This is an optimization exercise on Yosys and OpenROAD, whose aim is small area and a short achievable clock period, not a production implementation. In this exercise RTL edits were held to simulation tests only and were not proved equivalent to the original. No activity file was given, so power comes from the tool's default toggle rates.

==> design.v <==
package core_pkg;
  localparam int DATA_W     = 32;
  localparam int REG_ADDR_W = 5;
endpackage
`timescale 1ns/1ps
module mips_core #(
  parameter logic [31:0] RESET_PC = 32'hbfc0_0000
) (
  input  logic            clk,
  input  logic            reset_i,
  input  logic            stall_i,
  output logic [31:0]     rom_addr_o,
  input  logic [31:0]     rom_read_data_i,
  output logic            debug_wb_en_o,
  output logic [4:0]      debug_wb_addr_o,
  output logic [31:0]     debug_wb_data_o,
  output logic [31:0]     debug_wb_pc_o
);
  wire adv = ~stall_i;
  logic [29:0] pc_q, wpc_q;
  always_ff @(posedge clk) begin
    if (reset_i) begin
      pc_q  <= RESET_PC[31:2];
      wpc_q <= RESET_PC[31:2] - 30'd3;
    end else if (adv) begin
      pc_q  <= pc_q + 30'd1;
      wpc_q <= wpc_q + 30'd1;
    end
  end
  assign rom_addr_o    = {pc_q, 2'b00};
  assign debug_wb_pc_o = {wpc_q, 2'b00};
  logic [31:0] f_inst;
  logic        f_valid;
  always_ff @(posedge clk) begin
    if (reset_i)  f_valid <= 1'b0;
    else if (adv) f_valid <= 1'b1;
  end
  always_ff @(posedge clk) begin
    if (adv) f_inst <= rom_read_data_i;
  end
  wire [5:0]  op  = f_inst[31:26];
  wire [5:0]  fn  = f_inst[5:0];
  wire [4:0]  rs  = f_inst[25:21];
  wire [4:0]  rt  = f_inst[20:16];
  wire [4:0]  rd  = f_inst[15:11];
  wire [4:0]  sh  = f_inst[10:6];
  wire [15:0] imm = f_inst[15:0];
  wire special = (op == 6'h00);
  wire d_sll   = special & (fn == 6'h00);
  wire d_srl   = special & (fn == 6'h02);
  wire d_addu  = special & (fn == 6'h21);
  wire d_subu  = special & (fn == 6'h23);
  wire d_and   = special & (fn == 6'h24);
  wire d_or    = special & (fn == 6'h25);
  wire d_xor   = special & (fn == 6'h26);
  wire d_slt   = special & (fn == 6'h2a);
  wire d_addiu = (op == 6'h09);
  wire d_ori   = (op == 6'h0d);
  wire d_lui   = (op == 6'h0f);
  wire d_rtype = d_sll | d_srl | d_addu | d_subu | d_and | d_or | d_xor | d_slt;
  wire d_itype = d_addiu | d_ori | d_lui;
  wire [4:0] d_dest = d_rtype ? rd : rt;
  wire d_en    = f_valid & (d_rtype | d_itype) & (d_dest != 5'd0);
  logic        e_en, w_en;
  logic [4:0]  e_dest, w_dest;
  logic [31:0] w_data;
  wire fwd_a = e_en & (rs == e_dest);
  wire fwd_b = e_en & (rt == e_dest) & d_rtype;
  wire byp_a = w_en & (rs == w_dest);
  wire byp_b = w_en & (rt == w_dest);
  logic [31:0] rf_q [1:31];
  logic [31:0] rf_a, rf_b;
  always_comb begin
    rf_a = '0;
    rf_b = '0;
    for (int r = 1; r < 32; r++) begin
      if (rs == 5'(r)) rf_a = rf_a | rf_q[r];
      if (rt == 5'(r)) rf_b = rf_b | rf_q[r];
    end
  end
  logic [31:0] d_imm;
  always_comb begin
    d_imm = '0;
    if (d_addiu) d_imm = {{16{imm[15]}}, imm};
    if (d_ori)   d_imm = {16'h0000, imm};
    if (d_lui)   d_imm = {imm, 16'h0000};
  end
  wire        d_subtract = d_subu | d_slt;
  wire [31:0] d_a = (byp_a ? w_data : rf_a) ^ {32{d_subtract}};
  wire [31:0] d_b = ~d_rtype ? d_imm : (byp_b ? w_data : rf_b);
  logic [31:0] e_a, e_b;
  logic        e_add, e_sub, e_slt, e_and, e_or, e_xor, e_sll, e_srl;
  logic [4:0]  e_sh;
  logic [31:0] result;
  always_ff @(posedge clk) begin
    if (reset_i)  e_en <= 1'b0;
    else if (adv) e_en <= d_en;
  end
  always_ff @(posedge clk) begin
    if (adv) begin
      e_dest    <= d_dest;
      e_a       <= fwd_a ? (result ^ {32{d_subtract}}) : d_a;
      e_b       <= fwd_b ? result : d_b;
      e_add     <= d_addu | d_addiu;
      e_sub     <= d_subu;
      e_slt     <= d_slt;
      e_and     <= d_and;
      e_or      <= d_or | d_ori;
      e_xor     <= d_xor;
      e_sll     <= d_sll | d_lui;           
      e_srl     <= d_srl;
      e_sh      <= d_lui ? 5'd0 : sh;
    end
  end
  wire [31:0] a = e_a;              
  wire [31:0] b = e_b;
  wire        subtract = e_sub | e_slt;
  logic [31:0] kg [0:5];
  logic [31:0] kt [0:5];
  always_comb begin
    kg[0] = a & b;
    kt[0] = a ^ b;
    for (int k = 0; k < 5; k++) begin
      for (int i = 0; i < 32; i++) begin
        if (i >= (1 << k)) begin
          if (k == 0 && i == 1) kg[1][1] = kg[0][1] | ((kt[0][1] & a[0]) & b[0]);
          else kg[k+1][i] = kg[k][i] | (kt[k][i] & kg[k][i - (1 << k)]);
          kt[k+1][i] = kt[k][i] & kt[k][i - (1 << k)];
        end else begin
          kg[k+1][i] = kg[k][i];
          kt[k+1][i] = kt[k][i];
        end
      end
    end
  end
  wire [31:0] sum  = kt[0] ^ {kg[5][30:0], 1'b0};    
  wire        cout = kg[5][31];
  wire        lt = (a[31] == b[31]) ? ~a[31] : cout;
  wire [31:0] shl = b << e_sh;
  wire [31:0] shr = b >> e_sh;
  wire        sel_sum = e_add | e_sub;
  assign result =
      ({32{sel_sum}} & (sum ^ {32{e_sub}}))  |
      ({32{e_and}}   & kg[0])                |
      ({32{e_or}}    & (kg[0] | kt[0]))      |
      ({32{e_xor}}   & kt[0])                |
      ({32{e_sll}}   & shl)                  |
      ({32{e_srl}}   & shr)                  |
      {31'd0, e_slt & lt};
  always_ff @(posedge clk) begin
    if (reset_i)  w_en <= 1'b0;
    else if (adv) w_en <= e_en;
  end
  always_ff @(posedge clk) begin
    if (adv) begin
      w_data <= result;
      w_dest <= e_dest;
    end
  end
  wire [31:0] rf_wdata = w_data & {32{~reset_i}};
  always_ff @(posedge clk) begin
    for (int r = 1; r < 32; r++) begin
      if (reset_i | (w_en & (w_dest == 5'(r)))) rf_q[r] <= rf_wdata;
    end
  end
  assign debug_wb_en_o   = w_en & ~stall_i;
  assign debug_wb_addr_o = w_dest;
  assign debug_wb_data_o = w_data;
endmodule
==> run.sh <==
#!/bin/bash
# synth_recipe.tcl (not shown) runs the flow's synth.tcl, then flattens the netlist and writes it again
# the make line also repeats each setting of config.mk as NAME=value (left out here)
make -C /OpenROAD-flow-scripts/flow DESIGN_CONFIG=/design/flow/config.mk WORK_HOME=/design/flow/orfs CLKGATE_MAP_FILE= SYNTH_SCRIPT=/design/flow/synth_recipe.tcl finish
==> config.mk <==
export PLATFORM = sky130hd
export DESIGN_NAME = mips_core
export DESIGN_NICKNAME = mips_core
export VERILOG_FILES = /design/flow/design.v
export SDC_FILE = /design/flow/constraint.sdc
export NUM_CORES = 4
export LEC_CHECK = 0
export CAP_MARGIN = 20
export CELL_PAD_IN_SITES_DETAIL_PLACEMENT = 1
export CORE_MARGIN = 2
export CORE_UTILIZATION = 30
export CTS_CLUSTER_DIAMETER = 60
export CTS_CLUSTER_SIZE = 24
export PLACE_DENSITY = 0.5
export SETUP_SLACK_MARGIN = 1.9
export SLEW_MARGIN = 20
export TNS_END_PERCENT = 20
==> constraint.sdc <==
create_clock -name core_clock -period 4.8 [get_ports {clk}]
set_input_delay 0.9600 -clock core_clock [delete_from_list [all_inputs] [get_ports {clk}]]
set_output_delay 0.9600 -clock core_clock [all_outputs]
set_load 0.01 [all_outputs]
==> results.sh, run 1 <==
export IMPL_maxSlewViolCount=0
export IMPL_cts_sinks=1206
export IMPL_num_io_pins=137
export IMPL_setup_tns_ps=0
export IMPL_synth_main_ff_cell="edfxtp_1"
export IMPL_synth_edf_count=1143
export IMPL_reg2reg_depth=13
export IMPL_fmax_mhz=286.1
export IMPL_ir_drop_uv=326.8
export IMPL_synth_area_sq_um=57870
export IMPL_cp_slowest_cell="o221ai_2"
export IMPL_r2r_start="f_inst[24]$_DFFE_PN_"
export IMPL_cts_buffers=109
export IMPL_ys_ff_latch=1206
export IMPL_path_buf_inv=4
export IMPL_clk_latency_ps=840
export IMPL_vias=54210
export IMPL_r2r_slack_ps=1300
export IMPL_hold_path_startpoint="f_valid$_SDFFE_PP0N_"
export IMPL_die_w_um=443.2
export IMPL_outcome="finished clean"
export IMPL_clockBufferDepth=3
export IMPL_synth_most_common_cell="edfxtp_1"
export IMPL_rsz0062_at_grt="true"
export IMPL_leakage_nw=27.19
export IMPL_wire_per_inst_um=43.13
export IMPL_critPathMaxFanout=11
export IMPL_min_path_type="flip-flop to flip-flop"
export IMPL_ys_seq_area_share_pct=61.49
export IMPL_power_density_nw_per_um2=373.5
export IMPL_yosys_warnings=4
export IMPL_min_period_over_period_pct=72.83
export IMPL_crit_path_start_kind="flip-flop"
export IMPL_slew_headroom_pct=15.93
export IMPL_worstMarginPinSlew_ps=1256
export IMPL_ant_nets=0
export IMPL_synth_top_cell_area_share_pct=59.31
export IMPL_hpwl_mm=200.1
export IMPL_cts_tree="done"
export IMPL_drtPass1Iterations=14
export IMPL_seqPwrFrac_pct=47.3
export IMPL_p_sw_share_pct=31.84
export IMPL_crit_family="simple AND/OR/NAND/NOR gates"
export IMPL_routed_via_density=6.872
export IMPL_grt_pass1_wl_mm=450.7
export IMPL_port_buffers=132
export IMPL_worstReg2RegEnd="e_a[2]$_DFFE_PN_"
export IMPL_htree_num_levels=3
export IMPL_antenna_found_initial=18
export IMPL_hold_buffers=0
export IMPL_slowest_delay_ps=450
export IMPL_critPathRequiredTime_ps=5340
export IMPL_dieArea_sq_um=196400
export IMPL_routed_wl_mm=340.2
export IMPL_combPwrFrac_pct=18.5
export IMPL_drt_iter0_markers=10970
export IMPL_fp_row_count=161
export IMPL_synth_area_per_cell_sq_um=12.60
export IMPL_grt_max_degree=133
export IMPL_place_area_sq_um=64840
export IMPL_async_flop_share_pct=0
export IMPL_synth_area_top_cells="edfxtp_1 (59%), a22oi_1 (7.8%), a221oi_1 (2.4%)"
export IMPL_crit_chain="buf_6, buf_4, or3b_4, nor2_4, buf_4, buf_12, a22oi_1, nand2_1, nor4_1, nand4_1, o221ai_2, o21ai_0, xnor2_1"
export IMPL_grt_pass1_vias=52250
export IMPL_fin_nets=5355
export IMPL_worstPathArrival_ps=4040
export IMPL_min_period_ps=3496
export IMPL_fin_area_sq_um=76350
export IMPL_critPathMostFrequentCell="buf_4"
export IMPL_syn_inst=4593
export IMPL_route_detailed_drc=0
export IMPL_holdPathStages=2
export IMPL_start_util_pct=30.11
export IMPL_gp_congestion=1.025
export IMPL_finalClockSkew_ps=113.9
export IMPL_yosys_top_cells_count="edfxtp_1 (1143), a22oi_1 (599), nand2_1 (286), nor2_1 (286), clkbuf_1 (207)"
export IMPL_crit_type="flip-flop to flip-flop"
export IMPL_cap_violations=0
export IMPL_yosysUniqueCellTypes=101
export IMPL_hold_viol=0
export IMPL_path_clk_slew_ps=70
export IMPL_cts_root_buf="clkbuf_16"
export IMPL_syn_to_final_growth_pct=31.94
export IMPL_setup_violations=0
export IMPL_clock_power_share_pct=34.2
export IMPL_min_to="f_valid$_SDFFE_PP0N_"
export IMPL_critPathCaptureType="flip-flop"
export IMPL_core_area_sq_um=192200
export IMPL_grt_util_all_layers_pct=33.13
export IMPL_p_sw_mw=9.080
export IMPL_drive_above_1_share_pct=28.26
export IMPL_overflow=0
export IMPL_p_int_mw=19.44
export IMPL_yosysTopAreaCell="edfxtp_1"
export IMPL_cp_startpoint="f_inst[24]$_DFFE_PN_"
export IMPL_dieHeight_um=443.2
[how the worst max path moves through the flow]
stage                                   endpoint  cells after the start
after global routing           e_a[26]$_DFFE_PN_                     12
after global placement          e_a[0]$_DFFE_PN_                     10
after detailed placement        e_a[0]$_DFFE_PN_                     11
after floorplan           wpc_q[25]$_SDFFE_PP1N_                      9
final                           e_a[2]$_DFFE_PN_                     13
after CTS                      e_a[28]$_DFFE_PN_                     11
[metrics by stage]
| stage | hold slack [ps] | instances | util, % | setup slack, ps | total power, mW |
|---|---|---|---|---|---|
| after global routing | 516.9 | 7878 | 39.71 | 1331 | 29.01 |
| after CTS | 469.5 | 7803 | 38.93 | 1530 | 27.89 |
| after floorplan | 436.8 | 4596 | - | 505.6 | 15.27 |
| after global placement | 454.7 | 7208 | 33.67 | 534.9 | 17.47 |
| after detailed placement | 459.6 | 7213 | 33.74 | 513.7 | 17.52 |
| final | 476.3 | 7888 | 39.73 | 1304 | 28.52 |
[metal layers]
metal	wire, um	up-vias	part of all wire (%)	GRT usage [%]
li1	-	19980	-	-
met1	114300	27090	34	39.00
met2	140400	5410	41	47.99
met3	52510	1714	15	14.38
met4	32860	18	9.7	24.14
met5	128	-	0.038	0
[worst reg2reg max path, cell delays in order, from the launching register on]
cell and delay [ps]:
edfxtp_1 430, buf_6 140, buf_4 140, or3b_4 310, nor2_4 90, buf_4 170, buf_12 160, a22oi_1 270
nand2_1 90, nor4_1 380, nand4_1 190, o221ai_2 450, o21ai_0 230, xnor2_1 170
[sequential cells by signal, summed over array words and instances (netlist names), 5 cells and up]
register	flops
e_sh	5
e_b	32
w_dest	5
pc_q	30
wpc_q	30
w_data	32
e_a	32
rf_q	992
e_dest	5
f_inst	32
[layout make-up]
| type | count | area [sq um] |
|---|---|---|
| clock inverters | 89 | 1066 |
| clock buffers | 118 | 2846 |
| inverters | 111 | 440.4 |
| repair buffers | 879 | 9399 |
| fillers | 19970 | 115800 |
| well taps | 2526 | 3161 |
| flip-flops and latches | 1206 | 35590 |
| multi-input cells | 2947 | 23820 |
| diodes | 12 | 30.03 |
[repair_timing]
item | 4_1_cts | 5_1_grt
gates cloned | 11 | 2
setup endpoints to repair | 298 | 305
buffers inserted | 372 | 71
endpoints found under the hold margin | 0 | 0
gates resized for setup | 512 | 162
pin swaps | 208 | 95
[power groups by stage]
stage,clock network [mW],registers (mW),logic (mW)
after floorplan,0,13.3,1.99
after global placement,0,13.7,3.78
after detailed placement,0,13.7,3.83
after CTS,9.78,13.4,4.69
after global routing,10.1,13.5,5.35
final,9.76,13.5,5.28
[logic make-up (layout without fill, tap and decap cells)]
family	after synthesis	after routing	synth area share [%]
AND/OR/NAND/NOR	1121	1124	9.321
multiplexers	115	115	3.025
flip-flops	1206	1206	61.49
XOR/XNOR	110	110	1.665
AO/OA/AOI/OAI	1528	1528	19.78
buffers and inverters	446	1197	3.280
other	1	16	0.006481
adder cells (fa/ha/maj)	66	66	1.427
[placed cells by master, fill, tap and decap left out, drive strengths merged, types with 13 or more instances in the layout]
cell           count
edfxtp          1143
buf              743
a22oi            599
nor2             290
nand2            286
o21ai            171
a221oi           164
nand3            161
a21oi            160
a22o             155
inv              144
clkdlybuf4s50    130
clkbuf           120
nand4            115
nor3              75
ha                66
a222oi            63
dfxtp             63
xor2              63
mux2i             59
nor2b             54
xnor2             47
mux4              43
clkinv            39
o211ai            33
and3              29
a211oi            29
a21o              24
nor4              23
or3               20
nand2b            15
a31oi             15
o221ai            15
mux2              13
==> run 2: changes to the inputs <==
--- a/design.v
+++ b/design.v
@@ -35,8 +35,16 @@
     if (reset_i)  f_valid <= 1'b0;
     else if (adv) f_valid <= 1'b1;
   end
+  logic [3:0] f_rs_hi, f_rt_hi;
+  logic [7:0] f_rs_lo, f_rt_lo;
   always_ff @(posedge clk) begin
-    if (adv) f_inst <= rom_read_data_i;
+    if (adv) begin
+      f_inst  <= rom_read_data_i;
+      f_rs_hi <= 4'b1 << rom_read_data_i[25:24];
+      f_rs_lo <= 8'b1 << rom_read_data_i[23:21];
+      f_rt_hi <= 4'b1 << rom_read_data_i[20:19];
+      f_rt_lo <= 8'b1 << rom_read_data_i[18:16];
+    end
   end
   wire [5:0]  op  = f_inst[31:26];
   wire [5:0]  fn  = f_inst[5:0];
@@ -63,7 +71,9 @@
   wire d_en    = f_valid & (d_rtype | d_itype) & (d_dest != 5'd0);
   logic        e_en, w_en;
   logic [4:0]  e_dest, w_dest;
-  logic [31:0] w_data;
+  logic [31:0] w_data;      
+  logic [31:0] w_rfdata;    
+  logic [4:0]  w_dest_out;  
   wire fwd_a = e_en & (rs == e_dest);
   wire fwd_b = e_en & (rt == e_dest) & d_rtype;
   wire byp_a = w_en & (rs == w_dest);
@@ -74,8 +84,8 @@
     rf_a = '0;
     rf_b = '0;
     for (int r = 1; r < 32; r++) begin
-      if (rs == 5'(r)) rf_a = rf_a | rf_q[r];
-      if (rt == 5'(r)) rf_b = rf_b | rf_q[r];
+      if (f_rs_hi[r >> 3] & f_rs_lo[r & 7]) rf_a = rf_a | ~rf_q[r];
+      if (f_rt_hi[r >> 3] & f_rt_lo[r & 7]) rf_b = rf_b | ~rf_q[r];
     end
   end
   logic [31:0] d_imm;
@@ -86,8 +96,8 @@
     if (d_lui)   d_imm = {imm, 16'h0000};
   end
   wire        d_subtract = d_subu | d_slt;
-  wire [31:0] d_a = (byp_a ? w_data : rf_a) ^ {32{d_subtract}};
-  wire [31:0] d_b = ~d_rtype ? d_imm : (byp_b ? w_data : rf_b);
+  wire [31:0] d_a = (byp_a ? w_rfdata : rf_a) ^ {32{d_subtract}};
+  wire [31:0] d_b = ~d_rtype ? d_imm : (byp_b ? w_rfdata : rf_b);
   logic [31:0] e_a, e_b;
   logic        e_add, e_sub, e_slt, e_and, e_or, e_xor, e_sll, e_srl;
   logic [4:0]  e_sh;
@@ -139,14 +149,14 @@
   wire [31:0] shl = b << e_sh;
   wire [31:0] shr = b >> e_sh;
   wire        sel_sum = e_add | e_sub;
-  assign result =
-      ({32{sel_sum}} & (sum ^ {32{e_sub}}))  |
+  wire [31:0] other =
       ({32{e_and}}   & kg[0])                |
       ({32{e_or}}    & (kg[0] | kt[0]))      |
       ({32{e_xor}}   & kt[0])                |
       ({32{e_sll}}   & shl)                  |
       ({32{e_srl}}   & shr)                  |
       {31'd0, e_slt & lt};
+  assign result = ({32{sel_sum}} & (sum ^ {32{e_sub}})) | other;
   always_ff @(posedge clk) begin
     if (reset_i)  w_en <= 1'b0;
     else if (adv) w_en <= e_en;
@@ -157,13 +167,19 @@
       w_dest <= e_dest;
     end
   end
-  wire [31:0] rf_wdata = w_data & {32{~reset_i}};
+  always_ff @(posedge clk) begin
+    if (adv & e_en) begin
+      w_rfdata   <= result;
+      w_dest_out <= e_dest;
+    end
+  end
+  wire [31:0] rf_wdata = ~(w_rfdata & {32{~reset_i}});    
   always_ff @(posedge clk) begin
     for (int r = 1; r < 32; r++) begin
       if (reset_i | (w_en & (w_dest == 5'(r)))) rf_q[r] <= rf_wdata;
     end
   end
   assign debug_wb_en_o   = w_en & ~stall_i;
-  assign debug_wb_addr_o = w_dest;
+  assign debug_wb_addr_o = w_dest_out;
   assign debug_wb_data_o = w_data;
 endmodule
--- a/config.mk
+++ b/config.mk
@@ -5,6 +5,7 @@
 export SDC_FILE = /design/flow/constraint.sdc
 export NUM_CORES = 4
 export LEC_CHECK = 0
+export ABC_AREA = 1
 export CAP_MARGIN = 20
 export CELL_PAD_IN_SITES_DETAIL_PLACEMENT = 1
 export CORE_MARGIN = 2
@@ -12,6 +13,6 @@
 export CTS_CLUSTER_DIAMETER = 60
 export CTS_CLUSTER_SIZE = 24
 export PLACE_DENSITY = 0.5
-export SETUP_SLACK_MARGIN = 1.9
+export SETUP_SLACK_MARGIN = 1.8
 export SLEW_MARGIN = 20
-export TNS_END_PERCENT = 20
+export TNS_END_PERCENT = 10
==> run 2 against run 1 <==
Core utilization fell by 3.6 points; critical endpoint is now rf_q[11][15]$_DFFE_PP_; clock power fell by 2.3%; via count rose by 4.8%; sequential power fell by 3%; largest power group unchanged; synthesized cell count rose by 28%; first-iteration DRC count fell by 10%; combinational power fell by 5.1%; clock skew fell by 32 ps; power fell by 3.2%; fmax rose by 10%; synthesized area rose by 5.0%; register-to-register slack improved by 370 ps; highest routed layer unchanged.
==> results.sh, run 2 <==
export IMPL_layout_common_cells="edfxtp_1 (1204), nand2_1 (1003), o22ai_1 (965)"
export IMPL_gp_congestion=0.9713
export IMPL_slowest_delay_ps=700
export IMPL_utilization_pct=36.14
export IMPL_dieHeight_um=454.0
export IMPL_dp_slack_ps=942.3
export IMPL_synth_top_cell_area_share_pct=59.52
export IMPL_syn_inst=5884
export IMPL_min_period_over_period_pct=66.13
export IMPL_yosys_warnings=4
export IMPL_multi_input_area_sq_um=22180
export IMPL_crit_path_start_kind="primary input"
export IMPL_power_density_nw_per_um2=378.8
export IMPL_finalClockSkew_ps=81.75
export IMPL_slew_headroom_pct=16.29
export IMPL_drive_above_1_share_pct=13.13
export IMPL_p_sw_mw=9.033
export IMPL_top_register="rf_q"
export IMPL_p_int_mw=18.58
export IMPL_min_period_ps=3174
export IMPL_cp_slowest_cell="nand2_1"
export IMPL_synth_edf_count=1204
export IMPL_yosysTopAreaCell="edfxtp_1"
export IMPL_cap_violations=0
export IMPL_critPathMaxFanout=45
export IMPL_htree_num_levels=3
export IMPL_path_buf_inv=3
export IMPL_ys_seq_area_share_pct=61.59
export IMPL_grt_pass1_wl_mm=449.6
export IMPL_vias=56830
export IMPL_route_detailed_drc=0
export IMPL_cts_tree="done"
export IMPL_min_path_type="flip-flop to flip-flop"
export IMPL_cts_root_buf="clkbuf_16"
export IMPL_critPathCaptureType="flip-flop"
export IMPL_yosys_top_cells_count="edfxtp_1 (1204), nand2_1 (1086), o22ai_1 (969)"
export IMPL_synth_area_per_cell_sq_um=10.32
export IMPL_routed_wl_mm=336.7
export IMPL_hold_buffers=0
export IMPL_worstMarginPinSlew_ps=1251
export IMPL_hold_viol=0
export IMPL_setup_tns_ps=0
export IMPL_drtPass1Iterations=9
export IMPL_synth_area_top_cells="edfxtp_1 (60%), o22ai_1 (10%), nand2_1 (6.7%)"
export IMPL_regArea_sq_um=37420
export IMPL_maxSlewViolCount=0
export IMPL_ant_nets=0
export IMPL_grt_util_all_layers_pct=31.33
export IMPL_layout_commonest_cell="edfxtp_1"
export IMPL_largest_reg_flops=992
export IMPL_leakage_nw=25.51
export IMPL_hpwl_mm=215.1
export IMPL_path_clk_slew_ps=70
export IMPL_synth_most_common_cell="edfxtp_1"
export IMPL_fmax_mhz=315.0
export IMPL_grt_max_degree=153
export IMPL_cts_buffers=107
export IMPL_clock_power_share_pct=34.5
export IMPL_clk_latency_ps=820
export IMPL_ys_ff_latch=1267
export IMPL_fin_nets=6249
export IMPL_routed_via_density=6.368
export IMPL_port_buffers=132
export IMPL_syn_to_final_growth_pct=20.01
export IMPL_r2r_start="f_rs_hi[2]$_SDFFCE_PN0N_"
export IMPL_critPathRequiredTime_ps=5030
export IMPL_die_w_um=454.0
export IMPL_overflow=0
export IMPL_ir_drop_uv=334.9
export IMPL_fp_row_count=165
export IMPL_p_sw_share_pct=32.71
export IMPL_crit_chain="clkdlybuf4s50_1, inv_6, buf_4, nand2_1"
export IMPL_synth_main_ff_cell="edfxtp_1"
export IMPL_antenna_found_initial=16
export IMPL_outcome="finished clean"
export IMPL_rsz0062_at_grt="true"
export IMPL_dieArea_sq_um=206100
export IMPL_async_flop_share_pct=0
export IMPL_combPwrFrac_pct=18.1
export IMPL_n_fill_cell=22250
export IMPL_start_util_pct=30.12
export IMPL_clockBufferDepth=3
export IMPL_drt_iter0_markers=9830
export IMPL_core_area_sq_um=201700
export IMPL_crit_family="buffers and inverters"
export IMPL_worstPathArrival_ps=3410
export IMPL_cp_startpoint="reset_i"
export IMPL_num_io_pins=137
export IMPL_crit_type="primary input to flip-flop"
export IMPL_grt_pass1_vias=54850
export IMPL_finalWorstSetupSlack_ps=1626
export IMPL_cts_sinks=1267
export IMPL_wire_per_inst_um=37.73
export IMPL_setup_violations=0
export IMPL_seqPwrFrac_pct=47.3
export IMPL_yosysUniqueCellTypes=67
export IMPL_synth_area_sq_um=60750
export IMPL_hold_path_startpoint="pc_q[11]$_SDFFE_PP0N_"
run 2: timing repair:
action | CTS | global route
resized for setup | 86 | 145
setup endpoints to repair | 162 | 515
buffers inserted | 23 | 71
gates cloned | 1 | 4
pin swaps | 2 | 20
run 2: stage by stage:
stage	power, mW	hold WS (ps)	cell area (sq um)	instances
2_1_floorplan	15.27	436.8	60760	5887
3_3_place_gp	17.62	465.7	66910	8609
3_5_place_dp	17.69	476.1	66960	8611
4_1_cts	27.13	489.2	71390	8836
5_1_grt	28.09	516.5	72880	8917
6_report	27.62	484.6	72900	8924
run 2: logic make-up after synthesis:
logic type,count (synthesis),synth area share [%]
buffers and inverters,644,4.581
other,1,0.006173
and+or+nand+nor,2499,17.74
muxes,2,0.03296
adders and majority gates,66,1.359
xor gates and xnor gates,59,0.8506
DFF,1267,61.59
AOI/OAI and AO/OA,1346,13.84
run 2: worst paths after layout:
| path | end | slack, ps | cells past startpoint |
|---|---|---|---|
| worst min register to register | pc_q[11]$_SDFFE_PP0N_ | 480 | 2 |
| worst max register to register | e_a[1]$_DFFE_PN_ | 1670 | 12 |
| worst min-delay path | pc_q[11]$_SDFFE_PP0N_ | 480 | 2 |
| worst max-delay path | rf_q[11][15]$_DFFE_PP_ | 1630 | 4 |
run 2: power by group through the flow:
stage	combinational [mW]	clock, mW	sequential [mW]
after floorplan	2.12	0	13.2
after global placement	4.31	0	13.3
after detailed placement	4.37	0	13.3
after CTS	4.50	9.57	13.1
after global routing	5.05	9.94	13.1
final	5.01	9.54	13.1
run 2: metal layers:
layer	global-route usage, %	vias to the layer above	share of wire, %
met5	0.3032	-	0.049
met4	20.43	16	7.5
met3	10.50	1244	13
met2	46.60	4723	43
met1	38.67	28520	36
li1	-	22330	-
run 2: area by class of cell:
class	instances	share of cell area, %
Clock inverter	85	1.364
Tap cell	2672	4.586
Timing Repair Buffer	474	6.816
Inverter	320	1.694
Clock buffer	116	3.748
Antenna cell	12	0.04119
Multi-Input combinational cell	3978	30.42
Sequential cell	1267	51.33
run 2: worst min-delay path: cells and delay by family, from the launching register on:
| kind | cells | cell delay, ps |
|---|---|---|
| buffers and inverters | 1 | 60 |
| flip-flops | 1 | 340 |
| AO/OA/AOI/OAI | 1 | 50 |
==> run 3: changes to the inputs <==
--- a/design.v
+++ b/design.v
@@ -173,10 +173,12 @@
       w_dest_out <= e_dest;
     end
   end
-  wire [31:0] rf_wdata = ~(w_rfdata & {32{~reset_i}});    
+  logic rst_q;
+  always_ff @(posedge clk) rst_q <= reset_i;
+  wire [31:0] rf_wdata = ~(w_rfdata & {32{~rst_q}});
   always_ff @(posedge clk) begin
     for (int r = 1; r < 32; r++) begin
-      if (reset_i | (w_en & (w_dest == 5'(r)))) rf_q[r] <= rf_wdata;
+      if (rst_q | (w_en & (w_dest == 5'(r)))) rf_q[r] <= rf_wdata;
     end
   end
   assign debug_wb_en_o   = w_en & ~stall_i;
--- a/config.mk
+++ b/config.mk
@@ -13,6 +13,6 @@
 export CTS_CLUSTER_DIAMETER = 60
 export CTS_CLUSTER_SIZE = 24
 export PLACE_DENSITY = 0.5
-export SETUP_SLACK_MARGIN = 1.8
+export SETUP_SLACK_MARGIN = 1.9
 export SLEW_MARGIN = 20
 export TNS_END_PERCENT = 10
==> run 3 against run 2 <==
Clock power grew 7%; non-clock buffer count grew 43; register-to-register slack lost 60 ps; highest routed layer unchanged; power grew 2.6%; critical endpoint is now e_a[20]$_DFFE_PN_; via count grew 1.3%; still clean.
==> results.sh, run 3 <==
export IMPL_port_buffers=132
export IMPL_min_to="pc_q[29]$_SDFFE_PP1N_"
export IMPL_synth_fa_ha_area_share_pct=1.360
export IMPL_ant_nets=0
export IMPL_synth_main_ff_cell="edfxtp_1"
export IMPL_outcome="finished clean"
export IMPL_synth_edf_count=1204
export IMPL_layout_commonest_cell="edfxtp_1"
export IMPL_slew_headroom_pct=19.06
export IMPL_hpwl_mm=208.7
export IMPL_die_w_um=453.9
export IMPL_clock_power_share_pct=35.9
export IMPL_grt_util_all_layers_pct=31.08
export IMPL_cts_tree="done"
export IMPL_n_fill_cell=22160
export IMPL_synth_simple_area_share_pct=17.63
export IMPL_dieArea_sq_um=206100
export IMPL_fin_nets=6327
export IMPL_async_flop_share_pct=0
export IMPL_drtPass1Iterations=10
export IMPL_multi_input_area_sq_um=22160
export IMPL_r2r_start="f_rs_hi[1]$_SDFFCE_PP0N_"
export IMPL_layout_common_cells="edfxtp_1 (1204), nand2_1 (1033), o22ai_1 (987)"
export IMPL_drive_above_1_share_pct=14.23
export IMPL_cts_root_buf="clkbuf_16"
export IMPL_finalWorstSetupSlack_ps=1612
export IMPL_synth_top_cell_area_share_pct=59.53
export IMPL_grt_pass1_wl_mm=447.2
export IMPL_synth_top_family_by_area="simple AND/OR/NAND/NOR gates"
export IMPL_crit_type="flip-flop to flip-flop"
export IMPL_worstMarginPinSlew_ps=1210
export IMPL_min_path_type="flip-flop to flip-flop"
export IMPL_yosysUniqueCellTypes=67
export IMPL_overflow=0
export IMPL_num_io_pins=137
export IMPL_synth_xor_area_share_pct=0.7499
export IMPL_gp_congestion=1.002
export IMPL_utilization_pct=36.71
export IMPL_hold_path_startpoint="pc_q[29]$_SDFFE_PP1N_"
export IMPL_synth_area_sq_um=60730
export IMPL_finalPower_mw=28.34
export IMPL_ir_drop_uv=305.5
export IMPL_synth_most_common_cell="edfxtp_1"
export IMPL_holdPathStages=2
export IMPL_routed_wl_mm=342.1
export IMPL_top_register="rf_q"
export IMPL_seqPwrFrac_pct=46.2
export IMPL_p_int_mw=19.00
export IMPL_dp_slack_ps=1001
export IMPL_clockBufferDepth=3
export IMPL_r2r_slack_ps=1610
export IMPL_synth_area_per_cell_sq_um=10.29
export IMPL_crit_path_start_kind="flip-flop"
export IMPL_cts_sinks=1268
export IMPL_syn_to_final_growth_pct=21.90
export IMPL_min_period_ps=3188
export IMPL_leakage_nw=26.22
export IMPL_cap_violations=0
export IMPL_wire_per_inst_um=37.95
export IMPL_yosysTopAreaCell="edfxtp_1"
export IMPL_start_util_pct=30.11
export IMPL_drt_iter0_markers=10310
export IMPL_cts_buffers=112
export IMPL_rsz0062_at_grt="true"
export IMPL_hold_viol=0
export IMPL_worstPathArrival_ps=3670
export IMPL_min_period_over_period_pct=66.43
export IMPL_critPathCaptureType="flip-flop"
export IMPL_whs_ps=495.5
export IMPL_setup_violations=0
export IMPL_critPathRequiredTime_ps=5280
export IMPL_synth_area_top_cells="edfxtp_1 (60%), o22ai_1 (10%), nand2_1 (6.8%)"
export IMPL_combPwrFrac_pct=18.0
export IMPL_dieHeight_um=453.9
export IMPL_htree_num_levels=3
export IMPL_regArea_sq_um=37440
export IMPL_power_density_nw_per_um2=382.8
export IMPL_vias=57540
export IMPL_fp_row_count=165
export IMPL_worstReg2RegEnd="e_a[20]$_DFFE_PN_"
export IMPL_muxShareOfSynthArea_pct=0.06592
export IMPL_p_sw_mw=9.341
export IMPL_path_clk_slew_ps=80
export IMPL_critPathMaxFanout=29
export IMPL_core_area_sq_um=201700
export IMPL_syn_inst=5902
export IMPL_fmax_mhz=313.6
export IMPL_ys_seq_area_share_pct=61.64
export IMPL_antenna_found_initial=25
export IMPL_ys_ff_latch=1268
export IMPL_reg2reg_depth=11
export IMPL_grt_max_degree=76
export IMPL_yosys_top_cells_count="edfxtp_1 (1204), nand2_1 (1106), o22ai_1 (992)"
export IMPL_clk_latency_ps=820
export IMPL_grt_pass1_vias=55090
export IMPL_yosys_warnings=4
export IMPL_finalClockSkew_ps=114.2
export IMPL_largest_reg_flops=992
export IMPL_synth_compound_area_share_pct=13.89
export IMPL_p_sw_share_pct=32.96
export IMPL_maxSlewViolCount=0
export IMPL_route_detailed_drc=0
export IMPL_setup_tns_ps=0
export IMPL_routed_via_density=6.384
run 3: what timing repair did:
action	4_1_cts	5_1_grt
setup endpoints to repair	216	309
gates resized for setup	123	142
hold buffers	0	0
buffers inserted	52	114
gates cloned	3	17
pin swaps	10	38
hold endpoints to repair	0	0
run 3: through the flow:
step                cell area (sq um)  std cells
floorplan                       60760       5905
global placement                66490       8589
detailed placement              66690       8597
CTS                             71910       8865
global route                    74000       9001
finish                          74030       9014
run 3: how the worst max path moves through the flow:
| stage | end | slack [ps] | start |
|---|---|---|---|
| global route | e_b[8]$_DFFE_PN_ | 1680 | f_rt_hi[0]$_SDFFCE_PP0N_ |
| global placement | e_b[27]$_DFFE_PN_ | 750 | f_rt_hi[1]$_SDFFCE_PP0N_ |
| finish | e_a[20]$_DFFE_PN_ | 1610 | f_rs_hi[1]$_SDFFCE_PP0N_ |
| detailed placement | wpc_q[28]$_SDFFE_PP0N_ | 1000 | stall_i |
| floorplan | rf_q[10][0]$_DFFE_PP_ | 1230 | w_dest[4]$_DFFE_PN_ |
| CTS | e_b[8]$_DFFE_PN_ | 1680 | f_rt_hi[1]$_SDFFCE_PP0N_ |
run 3: power groups by stage:
stage                     clock network [mW]  registers, mW  logic (mW)
final                                   10.2           13.1        5.09
after global routing                    10.5           13.1        5.09
after global placement                     0           13.3        4.18
after CTS                               10.2           13.1        4.42
after floorplan                            0           13.2        2.09
after detailed placement                   0           13.3        4.25
run 3: cell families (layout without fill, tap and decap cells):
logic type      Yosys count  count (layout)
compound gates         1367            1367
xor+xnor                 52              52
fa+ha+maj                66              66
buf+inv                 646            1058
flops                  1268            1268
mux                       4               4
other cells               1              21
simple gates           2498            2506
run 3: layout make-up:
type                            instances  share of cell area, %
Clock buffer                          116                  3.848
Tap cell                             2672                  4.516
Timing Repair Buffer                  517                  7.679
Timing Repair inverter                  2                0.01690
Antenna cell                           17                0.05746
Inverter                              326                  1.715
Sequential cell                      1268                  50.57
Multi-Input combinational cell       3999                  29.94
Clock inverter                         97                  1.666
run 3: worst max-delay path, stage by stage, from the launching register on:
cell	delay [ps]
edfxtp_1	430
buf_4	200
buf_6	180
nand2_8	480
o22ai_1	150
nor2_1	130
nand4_1	100
nand3b_1	630
o21ai_2	250
nand2_1	110
nand3_1	110
nand2_1	70
run 3: metal layers:
metal | vias up | share of wire, % | global-route usage (%)
li1 | 22510 | - | -
met1 | 28510 | 35 | 37.99
met2 | 4984 | 42 | 46.34
met3 | 1506 | 14 | 10.99
met4 | 34 | 8.5 | 20.07
met5 | - | 0.15 | 0
==> run 4: changes to the inputs <==
--- a/design.v
+++ b/design.v
@@ -173,12 +173,20 @@
       w_dest_out <= e_dest;
     end
   end
+  logic [3:0] w_dest_hi;
+  logic [7:0] w_dest_lo;
+  always_ff @(posedge clk) begin
+    if (adv) begin
+      w_dest_hi <= 4'b1 << e_dest[4:3];
+      w_dest_lo <= 8'b1 << e_dest[2:0];
+    end
+  end
   logic rst_q;
   always_ff @(posedge clk) rst_q <= reset_i;
   wire [31:0] rf_wdata = ~(w_rfdata & {32{~rst_q}});
   always_ff @(posedge clk) begin
     for (int r = 1; r < 32; r++) begin
-      if (rst_q | (w_en & (w_dest == 5'(r)))) rf_q[r] <= rf_wdata;
+      if (rst_q | (w_en & w_dest_hi[r >> 3] & w_dest_lo[r & 7])) rf_q[r] <= rf_wdata;
     end
   end
   assign debug_wb_en_o   = w_en & ~stall_i;
==> run 4 against run 3 <==
Combinational power is 6.1% lower; synthesized cell count is 1.6% higher; critical path depth unchanged; final cell count up 0.29%; wire length decreased by 2.2%; clock power is essentially flat; final area down 1.3%; synthesized area is 0.63% higher; die area is 0.62% higher; via count about the same; critical path type unchanged; setup slack improved by 35 ps.
==> results.sh, run 4 <==
export IMPL_ys_ff_latch=1280
export IMPL_num_io_pins=137
export IMPL_cts_buffers=109
export IMPL_min_period_over_period_pct=65.70
export IMPL_finalClockSkew_ps=57.33
export IMPL_cts_sinks=1280
export IMPL_setup_tns_ps=0
export IMPL_grt_pass1_wl_mm=451.5
export IMPL_cap_violations=0
export IMPL_drive_above_1_share_pct=11.93
export IMPL_grt_max_degree=118
export IMPL_die_w_um=455.4
export IMPL_power_density_nw_per_um2=386.2
export IMPL_crit_path_start_kind="flip-flop"
export IMPL_vias=57500
export IMPL_hpwl_mm=219.6
export IMPL_outcome="finished clean"
export IMPL_yosysUniqueCellTypes=59
export IMPL_core_area_sq_um=202300
export IMPL_layout_common_cells="edfxtp_1 (1216), nand2_1 (1008), o22ai_1 (970)"
export IMPL_n_fill_cell=22540
export IMPL_hold_viol=0
export IMPL_syn_inst=5996
export IMPL_synth_area_per_cell_sq_um=10.19
export IMPL_drt_iter0_markers=9862
export IMPL_r2r_slack_ps=1650
export IMPL_cts_tree="done"
export IMPL_utilization_pct=36.13
export IMPL_place_area_sq_um=67160
export IMPL_synth_main_ff_cell="edfxtp_1"
export IMPL_critPathRequiredTime_ps=5330
export IMPL_fin_nets=6366
export IMPL_gp_congestion=0.9984
export IMPL_fin_area_sq_um=73100
export IMPL_drtPass1Iterations=6
export IMPL_synth_fa_ha_area_share_pct=1.351
export IMPL_grt_busiest_layer="met2"
export IMPL_cts_root_buf="clkbuf_16"
export IMPL_port_buffers=132
export IMPL_layout_commonest_cell="edfxtp_1"
export IMPL_min_path_type="flip-flop to flip-flop"
export IMPL_synth_area_sq_um=61110
export IMPL_synth_simple_area_share_pct=18.53
export IMPL_yosys_top_cells_count="edfxtp_1 (1216), nand2_1 (1088), o22ai_1 (972)"
export IMPL_muxShareOfSynthArea_pct=0
export IMPL_hold_buffers=0
export IMPL_ys_seq_area_share_pct=61.84
export IMPL_routed_wl_mm=334.7
export IMPL_crit_type="flip-flop to flip-flop"
export IMPL_synth_most_common_cell="edfxtp_1"
export IMPL_use_met1_pct=38.75
export IMPL_yosys_warnings=4
export IMPL_critPathMaxFanout=13
export IMPL_synth_xor_area_share_pct=0.4013
export IMPL_finalWorstSetupSlack_ps=1646
export IMPL_dp_slack_ps=949.4
export IMPL_dieArea_sq_um=207300
export IMPL_htree_num_levels=3
export IMPL_setup_violations=0
export IMPL_rsz0062_at_grt="true"
export IMPL_synth_top_cell_area_share_pct=59.75
export IMPL_synth_area_top_cells="edfxtp_1 (60%), o22ai_1 (9.9%), nand2_1 (6.7%)"
export IMPL_wire_per_inst_um=37.03
export IMPL_synth_top_family_by_area="simple AND/OR/NAND/NOR gates"
export IMPL_routed_via_density=6.361
export IMPL_fp_row_count=165
export IMPL_globalRouteMet2Util_pct=46.29
export IMPL_start_util_pct=30.21
export IMPL_overflow=0
export IMPL_antenna_found_initial=20
export IMPL_worstMarginPinSlew_ps=1195
export IMPL_critPathCaptureType="flip-flop"
export IMPL_clockBufferDepth=3
export IMPL_synth_compound_area_share_pct=13.06
export IMPL_async_flop_share_pct=0
export IMPL_slew_headroom_pct=20.03
export IMPL_syn_to_final_growth_pct=19.61
export IMPL_leakage_nw=26.14
export IMPL_top_register="rf_q"
export IMPL_min_period_ps=3154
export IMPL_grt_pass1_vias=55660
export IMPL_ir_drop_uv=319.7
export IMPL_fmax_mhz=317.1
export IMPL_worstPathArrival_ps=3690
export IMPL_largest_reg_flops=992
export IMPL_met3_usage_pct=10.44
export IMPL_synth_edf_count=1216
export IMPL_dieHeight_um=455.4
export IMPL_yosysTopAreaCell="edfxtp_1"
export IMPL_path_clk_slew_ps=80
export IMPL_clk_latency_ps=810
export IMPL_grt_util_all_layers_pct=31.21
export IMPL_maxSlewViolCount=0
export IMPL_ant_nets=0
export IMPL_route_detailed_drc=0
-- run 4: changes by cell type after synthesis, sizes merged, moves of 20 or more --
cell	delta
nand3	+120
inv	+58
nand4	+27
nand2	-22
o22ai	-20
-- run 4: path summary, 6_finish.rpt --
| kind | from | endpoint | cells past startpoint |
|---|---|---|---|
| worst min-delay path | f_valid$_SDFFE_PP0N_ | f_valid$_SDFFE_PP0N_ | 2 |
| worst max register to register | f_rs_lo[7]$_SDFFCE_PN0N_ | e_a[13]$_DFFE_PN_ | 11 |
| worst min register to register | f_valid$_SDFFE_PP0N_ | f_valid$_SDFFE_PP0N_ | 2 |
| worst max-delay path | f_rs_lo[7]$_SDFFCE_PN0N_ | e_a[13]$_DFFE_PN_ | 11 |
-- run 4: critical path, cell delays in order (launching register included) --
cell,delay (ps)
edfxtp_1,520
buf_4,220
nand2_4,230
buf_6,330
o22ai_1,140
nor2_1,150
nand4_1,130
nand3b_1,510
o21ai_0,310
nand2_1,160
nand3_1,120
nand2_1,60
-- run 4: repair_timing --
action	4_1_cts	5_1_grt
pin swaps	6	8
gates resized for setup	131	68
gates cloned	1	1
setup buffers	55	29
setup endpoints to repair	158	143
-- run 4: through the flow --
stage	cells	hold slack, ps	total power [mW]
2_1_floorplan	5999	433.7	15.35
3_3_place_gp	8735	449.3	17.62
3_5_place_dp	8739	460.3	17.69
4_1_cts	9002	478.4	27.89
5_1_grt	9034	501.2	28.69
6_report	9040	479.2	28.23
-- run 4: cell type report --
class                      count  area, sq um  area share, %
antenna                        7        17.52        0.02396
clock buffer                 117         2821          3.860
clock inverter                90         1299          1.777
inverter                     386         1495          2.045
multi-input combinational   4016        21850          29.90
sequential                  1280        37800          51.71
tap                         2672         3343          4.574
timing repair buffer         472         4472          6.117
-- run 4: report_power, final --
part | internal [mW] | switching [mW]
clock network | 5.11 | 5.14
registers | 12.8 | 0.388
logic | 1.22 | 3.56
total | 19.1 | 9.09
-- run 4: logic make-up after synthesis --
kind of cell,count (synthesis)
and+or+nand+nor,2617
AOI/OAI and AO/OA,1299
DFF,1280
other,1
buffers and inverters,705
adders and majority gates,66
xor gates and xnor gates,28
-- run 4: per-layer routing --
layer / part of all wire (%) / vias up
li1: - / 22670
met5: 0.045 / -
met1: 36 / 28560
met4: 8.2 / 24
met2: 42 / 4749
met3: 13 / 1490
==> run 5: changes to the inputs <==
--- a/config.mk
+++ b/config.mk
@@ -8,11 +8,12 @@
 export ABC_AREA = 1
 export CAP_MARGIN = 20
 export CELL_PAD_IN_SITES_DETAIL_PLACEMENT = 1
+export CELL_PAD_IN_SITES_GLOBAL_PLACEMENT = 1
 export CORE_MARGIN = 2
-export CORE_UTILIZATION = 30
+export CORE_UTILIZATION = 38
 export CTS_CLUSTER_DIAMETER = 60
 export CTS_CLUSTER_SIZE = 24
-export PLACE_DENSITY = 0.5
+export PLACE_DENSITY = 0.6
 export SETUP_SLACK_MARGIN = 1.9
 export SLEW_MARGIN = 20
 export TNS_END_PERCENT = 10
==> run 5 against run 4 <==
Die area fell by 21%; final cell count down 6.6%; clock-buffer cell count increased by 6; sequential power hardly changed; sequential cell count stayed put; sequential share of layout area up 0.84 points; global-route usage increased by 7.6 points; critical path depth up 1; synthesized area is the same; non-clock buffer count fell by 95; synthesized cell count unchanged; fmax decreased by 0.48%.
==> results.sh, run 5 <==
export IMPL_drtPass1Iterations=8
export IMPL_yosys_top_cells_count="edfxtp_1 (1216), nand2_1 (1088), o22ai_1 (972)"
export IMPL_holdPathStages=2
export IMPL_fp_row_count=147
export IMPL_cts_sinks=1280
export IMPL_overflow=0
export IMPL_critPathCaptureType="flip-flop"
export IMPL_reg2reg_depth=12
export IMPL_synth_area_per_cell_sq_um=10.19
export IMPL_utilization_pct=44.90
export IMPL_cap_violations=0
export IMPL_crit_chain="buf_12, nand2_8, buf_4, o22ai_1, nor2_1, nand2_1, nor2_1, nand3_1, o21ai_0, nand2_1, nand2_1, xor2_2"
export IMPL_synth_most_common_cell="edfxtp_1"
export IMPL_crit_type="flip-flop to flip-flop"
export IMPL_dp_slack_ps=1060
export IMPL_yosysTopAreaCell="edfxtp_1"
export IMPL_cts_tree="done"
export IMPL_async_flop_share_pct=0
export IMPL_wire_per_inst_um=39.00
export IMPL_route_detailed_drc=0
export IMPL_finalWorstSetupSlack_ps=1631
export IMPL_worstMarginPinSlew_ps=1239
export IMPL_slew_headroom_pct=17.40
export IMPL_place_area_sq_um=66020
export IMPL_hold_path_startpoint="f_valid$_SDFFE_PP0N_"
export IMPL_critPathRequiredTime_ps=5350
export IMPL_die_w_um=405.0
export IMPL_antenna_found_initial=14
export IMPL_gp_congestion=0.9672
export IMPL_port_buffers=132
export IMPL_synth_top_cell_area_share_pct=59.75
export IMPL_min_path_type="flip-flop to flip-flop"
export IMPL_drt_iter0_markers=10020
export IMPL_vias=57000
export IMPL_n_fill_cell=17400
export IMPL_fmax_mhz=315.6
export IMPL_core_area_sq_um=160200
export IMPL_routed_wl_mm=329.2
export IMPL_cts_root_buf="clkbuf_16"
export IMPL_clockBufferDepth=3
export IMPL_fin_area_sq_um=71930
export IMPL_setup_violations=0
export IMPL_hold_viol=0
export IMPL_syn_to_final_growth_pct=17.70
export IMPL_largest_reg_flops=992
export IMPL_dp_cells=8149
export IMPL_cp_slowest_cell="buf_4"
export IMPL_critPathMostFrequentCell="nand2_1"
export IMPL_r2r_start="f_rs_hi[0]$_SDFFCE_PP0N_"
export IMPL_syn_inst=5996
export IMPL_layout_common_cells="edfxtp_1 (1216), nand2_1 (1013), o22ai_1 (971)"
export IMPL_critPathMaxFanout=13
export IMPL_min_period_ps=3169
export IMPL_fin_nets=6277
export IMPL_ys_seq_area_share_pct=61.84
export IMPL_worstReg2RegEnd="e_a[4]$_DFFE_PN_"
export IMPL_hpwl_mm=202.0
export IMPL_outcome="finished clean"
export IMPL_ir_drop_uv=327.7
export IMPL_worstPathArrival_ps=3720
export IMPL_grt_pass1_vias=54360
export IMPL_hold_buffers=0
export IMPL_top_register="rf_q"
export IMPL_multi_input_area_sq_um=21790
export IMPL_clk_latency_ps=810
export IMPL_num_io_pins=137
export IMPL_start_util_pct=38.15
export IMPL_regArea_sq_um=37800
export IMPL_ant_nets=0
export IMPL_grt_util_all_layers_pct=38.82
export IMPL_finalClockSkew_ps=48.74
export IMPL_finalPower_mw=28.30
export IMPL_rsz0062_at_grt="true"
export IMPL_synth_main_ff_cell="edfxtp_1"
export IMPL_finalNonFillerCells=8442
export IMPL_routed_via_density=6.752
export IMPL_grt_pass1_wl_mm=441.4
export IMPL_maxSlewViolCount=0
export IMPL_synth_area_sq_um=61110
export IMPL_ys_ff_latch=1280
export IMPL_min_period_over_period_pct=66.02
export IMPL_setup_tns_ps=0
export IMPL_path_buf_inv=2
export IMPL_crit_path_start_kind="flip-flop"
export IMPL_min_to="f_valid$_SDFFE_PP0N_"
export IMPL_dieHeight_um=405.0
export IMPL_slowest_delay_ps=480
export IMPL_dieArea_sq_um=164100
export IMPL_yosys_warnings=4
export IMPL_path_clk_slew_ps=60
export IMPL_drive_above_1_share_pct=10.80
export IMPL_cts_buffers=117
export IMPL_crit_family="simple AND/OR/NAND/NOR gates"
export IMPL_yosysUniqueCellTypes=59
export IMPL_htree_num_levels=3
export IMPL_layout_commonest_cell="edfxtp_1"
export IMPL_synth_area_top_cells="edfxtp_1 (60%), o22ai_1 (9.9%), nand2_1 (6.7%)"
export IMPL_whs_ps=479.2
export IMPL_leakage_nw=25.83
export IMPL_synth_edf_count=1216
export IMPL_power_density_nw_per_um2=393.4
export IMPL_r2r_slack_ps=1630
export IMPL_grt_max_degree=129
## run 5: cell counts after synthesis
No cell type changed its count.
## run 5: worst max path at each step
stage          depth (start not counted)               endpoint                      from
5_1_grt                               17      e_a[17]$_DFFE_PN_          e_b[7]$_DFFE_PN_
3_5_place_dp                          11       e_a[4]$_DFFE_PN_  f_rs_hi[3]$_SDFFCE_PN0N_
2_1_floorplan                          2  rf_q[10][0]$_DFFE_PP_         w_en$_SDFFE_PP0N_
3_3_place_gp                          11       e_a[4]$_DFFE_PN_  f_rs_hi[0]$_SDFFCE_PP0N_
4_1_cts                               12       e_a[4]$_DFFE_PN_  f_rs_hi[1]$_SDFFCE_PP0N_
6_report                              12       e_a[4]$_DFFE_PN_  f_rs_hi[0]$_SDFFCE_PP0N_
## run 5: final cells by class
cell class | count | area share, %
inverters | 386 | 2.087
flip-flops and latches | 1280 | 52.54
multi-input cells | 4014 | 30.30
repair buffers | 377 | 5.510
clock buffers | 123 | 4.102
diodes | 3 | 0.01044
well taps | 2160 | 3.757
clock inverters | 99 | 1.692
## run 5: what timing repair did
| item | 4_1_cts | 5_1_grt |
|---|---|---|
| cloned | 2 | 3 |
| resized for setup | 128 | 68 |
| pin swaps | 6 | 5 |
| buffers inserted | 28 | 35 |
| endpoints found under the setup margin | 135 | 145 |
## run 5: worst register-to-register path: cells and delay by family (launching register included)
kind                   cells  cell delay (ps)
flip-flops                 1              420
AND/OR/NAND/NOR            7             1140
AO/OA/AOI/OAI              2              370
XOR/XNOR                   1              360
buffers and inverters      2              670
## run 5: power by group
group | internal [mW] | switching, mW
Clock | 5.20 | 5.19
Sequential | 12.8 | 0.377
Combinational | 1.18 | 3.54
Total | 19.2 | 9.10
## run 5: routing by layer
metal  share of wire, %  GRT usage (%)
met4                6.5          20.01
met1                 39          54.49
met5              0.042         0.2676
met2                 40          54.72
met3                 14          10.39
## run 5: cells by family (layout without fill, tap and decap cells)
family          after synthesis  count (layout)  synth area share [%]
fa+ha+maj                    66              66                 1.351
xor+xnor                     28              28                0.4013
other cells                   1               7              0.006136
buf+inv                     705             985                 4.807
compound gates             1299            1299                 13.06
flops                      1280            1280                 61.84
simple gates               2617            2617                 18.53
==> run 6: changes to the inputs <==
--- a/config.mk
+++ b/config.mk
@@ -10,10 +10,10 @@
 export CELL_PAD_IN_SITES_DETAIL_PLACEMENT = 1
 export CELL_PAD_IN_SITES_GLOBAL_PLACEMENT = 1
 export CORE_MARGIN = 2
-export CORE_UTILIZATION = 38
+export CORE_UTILIZATION = 34
 export CTS_CLUSTER_DIAMETER = 60
 export CTS_CLUSTER_SIZE = 24
-export PLACE_DENSITY = 0.6
-export SETUP_SLACK_MARGIN = 1.9
+export PLACE_DENSITY = 0.55
+export SETUP_SLACK_MARGIN = 2.0
 export SLEW_MARGIN = 20
-export TNS_END_PERCENT = 10
+export TNS_END_PERCENT = 20
==> run 6 against run 5 <==
Clock-buffer cell count increased by 16; register-to-register slack improved by 170 ps; sequential share of layout area decreased by 3.3 points; power increased by 5.8%; synthesized cell count unchanged; final cell count increased by 5.1%; core utilization decreased by 1.9 points; via count increased by 2.7%; global-route usage decreased by 1.5 points; clock skew increased by 3.2 ps; clock power increased by 9%; die area increased by 12%.
==> results.sh, run 6 <==
export IMPL_outcome="finished clean"
export IMPL_synth_compound_area_share_pct=13.06
export IMPL_port_buffers=132
export IMPL_routed_top_layer="met5"
export IMPL_cts_tree="done"
export IMPL_min_path_type="flip-flop to flip-flop"
export IMPL_fmax_mhz=333.8
export IMPL_synth_area_per_cell_sq_um=10.19
export IMPL_combPwrFrac_pct=18.4
export IMPL_seqPwrFrac_pct=44.0
export IMPL_min_period_ps=2996
export IMPL_syn_inst=5996
export IMPL_top_register="rf_q"
export IMPL_min_period_over_period_pct=62.41
export IMPL_cts_sinks=1280
export IMPL_yosys_top_cells_count="edfxtp_1 (1216), nand2_1 (1088), o22ai_1 (972)"
export IMPL_hold_buffers=0
export IMPL_ys_ff_latch=1280
export IMPL_gp_congestion=0.9807
export IMPL_grt_util_all_layers_pct=37.35
export IMPL_routed_via_density=6.597
export IMPL_yosysUniqueCellTypes=59
export IMPL_yosysTopAreaCell="edfxtp_1"
export IMPL_drive_above_1_share_pct=17.17
export IMPL_power_density_nw_per_um2=390.3
export IMPL_clockBufferDepth=3
export IMPL_ant_nets=0
export IMPL_synth_top_cell_area_share_pct=59.75
export IMPL_slowest_delay_ps=520
export IMPL_antenna_found_initial=22
export IMPL_die_w_um=428.0
export IMPL_path_buf_inv=2
export IMPL_vias=58530
export IMPL_dieHeight_um=428.0
export IMPL_synth_most_common_cell="edfxtp_1"
export IMPL_drt_iter0_markers=10170
export IMPL_drtPass1Iterations=6
export IMPL_syn_to_final_growth_pct=25.57
export IMPL_met2_wirelength_mm=146.7
export IMPL_async_flop_share_pct=0
export IMPL_met1_length_mm=140.5
export IMPL_grt_pass1_vias=55380
export IMPL_overflow=0
export IMPL_crit_type="flip-flop to flip-flop"
export IMPL_layout_common_cells="edfxtp_1 (1216), o22ai_1 (963), nand2_1 (947)"
export IMPL_wire_per_inst_um=40.62
export IMPL_cts_root_buf="clkbuf_16"
export IMPL_synth_edf_count=1216
export IMPL_synth_fa_ha_area_share_pct=1.351
export IMPL_critPathMaxFanout=20
export IMPL_clk_latency_ps=840
export IMPL_slew_headroom_pct=11.87
export IMPL_yosys_warnings=4
export IMPL_leakage_nw=27.67
export IMPL_largest_reg_flops=992
export IMPL_ys_seq_area_share_pct=61.84
export IMPL_hold_viol=0
export IMPL_muxShareOfSynthArea_pct=0
export IMPL_dieArea_sq_um=183200
export IMPL_cap_violations=0
export IMPL_fin_nets=6506
export IMPL_finalClockSkew_ps=51.98
export IMPL_critPathRequiredTime_ps=5350
export IMPL_rsz0062_at_grt="true"
export IMPL_route_detailed_drc=0
export IMPL_worstPathArrival_ps=3550
export IMPL_dr_wl_met3_mm=49.90
export IMPL_p_int_mw=20.37
export IMPL_maxSlewViolCount=0
export IMPL_core_area_sq_um=178600
export IMPL_routed_wl_mm=360.4
export IMPL_htree_num_levels=4
export IMPL_whs_ps=469.3
export IMPL_synth_area_sq_um=61110
export IMPL_p_sw_mw=9.586
export IMPL_hpwl_mm=216.3
export IMPL_layout_commonest_cell="edfxtp_1"
export IMPL_cts_buffers=130
export IMPL_critPathCaptureType="flip-flop"
export IMPL_synth_top_family_by_area="simple AND/OR/NAND/NOR gates"
export IMPL_synth_simple_area_share_pct=18.53
export IMPL_p_sw_share_pct=32.00
export IMPL_grt_pass1_wl_mm=473.0
export IMPL_cp_slowest_cell="edfxtp_1"
export IMPL_worstMarginPinSlew_ps=1322
export IMPL_critPathMostFrequentCell="nand2_1"
export IMPL_crit_path_start_kind="flip-flop"
export IMPL_num_io_pins=137
export IMPL_path_clk_slew_ps=80
export IMPL_setup_violations=0
export IMPL_clock_power_share_pct=37.6
export IMPL_setup_tns_ps=0
export IMPL_synth_xor_area_share_pct=0.4013
export IMPL_synth_main_ff_cell="edfxtp_1"
export IMPL_fp_row_count=155
export IMPL_ir_drop_uv=292.9
export IMPL_start_util_pct=34.22
export IMPL_crit_chain="nand2_4, buf_12, buf_4, o22ai_1, nor2_1, nand2_1, nor2_1, nand3b_1, o21ai_0, nand2_1, nand3_1, nand2_1"
export IMPL_grt_max_degree=139
export IMPL_synth_area_top_cells="edfxtp_1 (60%), o22ai_1 (9.9%), nand2_1 (6.7%)"
export IMPL_crit_family="simple AND/OR/NAND/NOR gates"
export IMPL_utilization_pct=42.97
==> run 6: changes by cell type in the layout (fill, tap and decap cells not counted), sizes merged, moves of 2 or more <==
cell      before   now
nand2       1094  1098
clkbuf       126   150
clkinvlp       5    20
inv          432   418
buf          240   440
bufinv         9    13
bufbuf         2     4
diode          3     6
==> run 6: worst paths after layout <==
kind | to | start | slack, ps | cells past startpoint
min reg2reg | f_valid$_SDFFE_PP0N_ | f_valid$_SDFFE_PP0N_ | 470 | 2
max reg2reg | e_a[16]$_DFFE_PN_ | f_rs_hi[0]$_SDFFCE_PP0N_ | 1800 | 12
min | f_valid$_SDFFE_PP0N_ | f_valid$_SDFFE_PP0N_ | 470 | 2
max | e_a[16]$_DFFE_PN_ | f_rs_hi[0]$_SDFFCE_PP0N_ | 1800 | 12
==> run 6: per-layer routing <==
metal	GRT usage, %	vias to the layer above
li1	-	23010
met1	51.18	29750
met2	52.54	4704
met3	11.87	1043
met4	19.41	22
met5	0.2342	-
==> run 6: what timing repair did <==
| item | CTS | global route |
|---|---|---|
| buffers inserted | 132 | 108 |
| gates resized for setup | 319 | 260 |
| gates cloned | 9 | 13 |
| pin swaps | 38 | 91 |
| setup endpoints to repair | 214 | 201 |
==> run 6: power by group through the flow <==
stage                     Combinational [mW]  Sequential (mW)  Clock [mW]
after floorplan                         2.06             13.3           0
after global routing                    5.52             13.2        11.7
final                                   5.51             13.2        11.3
after detailed placement                4.34             13.4           0
after global placement                  4.31             13.4           0
after CTS                               4.82             13.2        11.3
==> run 6: metrics by stage <==
step / cells / cell area [sq um] / setup slack (ps) / power, mW
after floorplan: 5999 / 61140 / 1516 / 15.35
after global placement: 8361 / 66570 / 1125 / 17.75
after detailed placement: 8364 / 66640 / 1149 / 17.78
after CTS: 8744 / 74210 / 1877 / 29.28
after global routing: 8870 / 76740 / 1782 / 30.43
final: 8873 / 76740 / 1804 / 29.96
==> run 6: cell type report <==
class	count	area, sq um
Clock buffer	139	3372
Timing Repair Buffer	586	6744
Multi-Input combinational cell	4018	23110
Tap cell	2355	2947
Timing Repair inverter	3	22.52
Fill cell	19320	101900
Clock inverter	100	1202
Sequential cell	1280	37800
Antenna cell	6	15.01
Inverter	386	1538
==> run 6: logic make-up (layout without fill, tap and decap cells) <==
| logic type | after synthesis | count (layout) |
|---|---|---|
| AOI/OAI and AO/OA | 1299 | 1299 |
| xor gates and xnor gates | 28 | 28 |
| adders and majority gates | 66 | 66 |
| buffers and inverters | 705 | 1214 |
| DFF | 1280 | 1280 |
| other | 1 | 10 |
| and+or+nand+nor | 2617 | 2621 |
==> run 6: tightest hold or removal path: cells and delay by family (launching register included) <==
| kind | cells | cell delay (ps) |
|---|---|---|
| simple gates | 2 | 120 |
| flops | 1 | 320 |

-- port drivers added, routing unchanged --
The flow's constraints put no driver on any port. The routed layouts listed below were extracted and timed again, unchanged, in two steps. Step 1: set_driving_cell puts a clkbuf_16 on clk and a buf_2 on each other input, an assumption about the parent block. Step 2 times the ports against the registers' clock, not the clock port: input delays grow and output delays shrink by t, the midpoint of the rising clock arrivals with the driver on. Slacks: ideal / step 1 / step 2; pairs: ideal / step 1.
run	shift t [ns]	setup WS [ns]	hold WS [ns]	worst register clock-pin slew, ns	worst slew at a driven data input, ns
run 1	0.875	1.304 / 1.304 / 1.049	0.476 / 0.476 / 0.476	0.09 / 0.09	0.09
run 2	0.869	1.626 / 1.670 / 0.811	0.485 / 0.485 / 0.485	0.10 / 0.10	0.13
run 3	0.854	1.612 / 1.612 / 1.612	0.495 / 0.495 / 0.495	0.09 / 0.09	0.11
run 4	0.876	1.646 / 1.646 / 1.234	0.479 / 0.479 / 0.479	0.09 / 0.09	0.11
run 5	0.859	1.631 / 1.631 / 1.265	0.479 / 0.479 / 0.479	0.10 / 0.10	0.06
run 6	0.909	1.804 / 1.804 / 1.417	0.469 / 0.469 / 0.469	0.09 / 0.09	0.08
After both steps setup and hold are still met in every run listed. For run 2, which loses most, drivers alone change the setup slack by +0.044 ns; drivers and shift together by -0.815 ns.
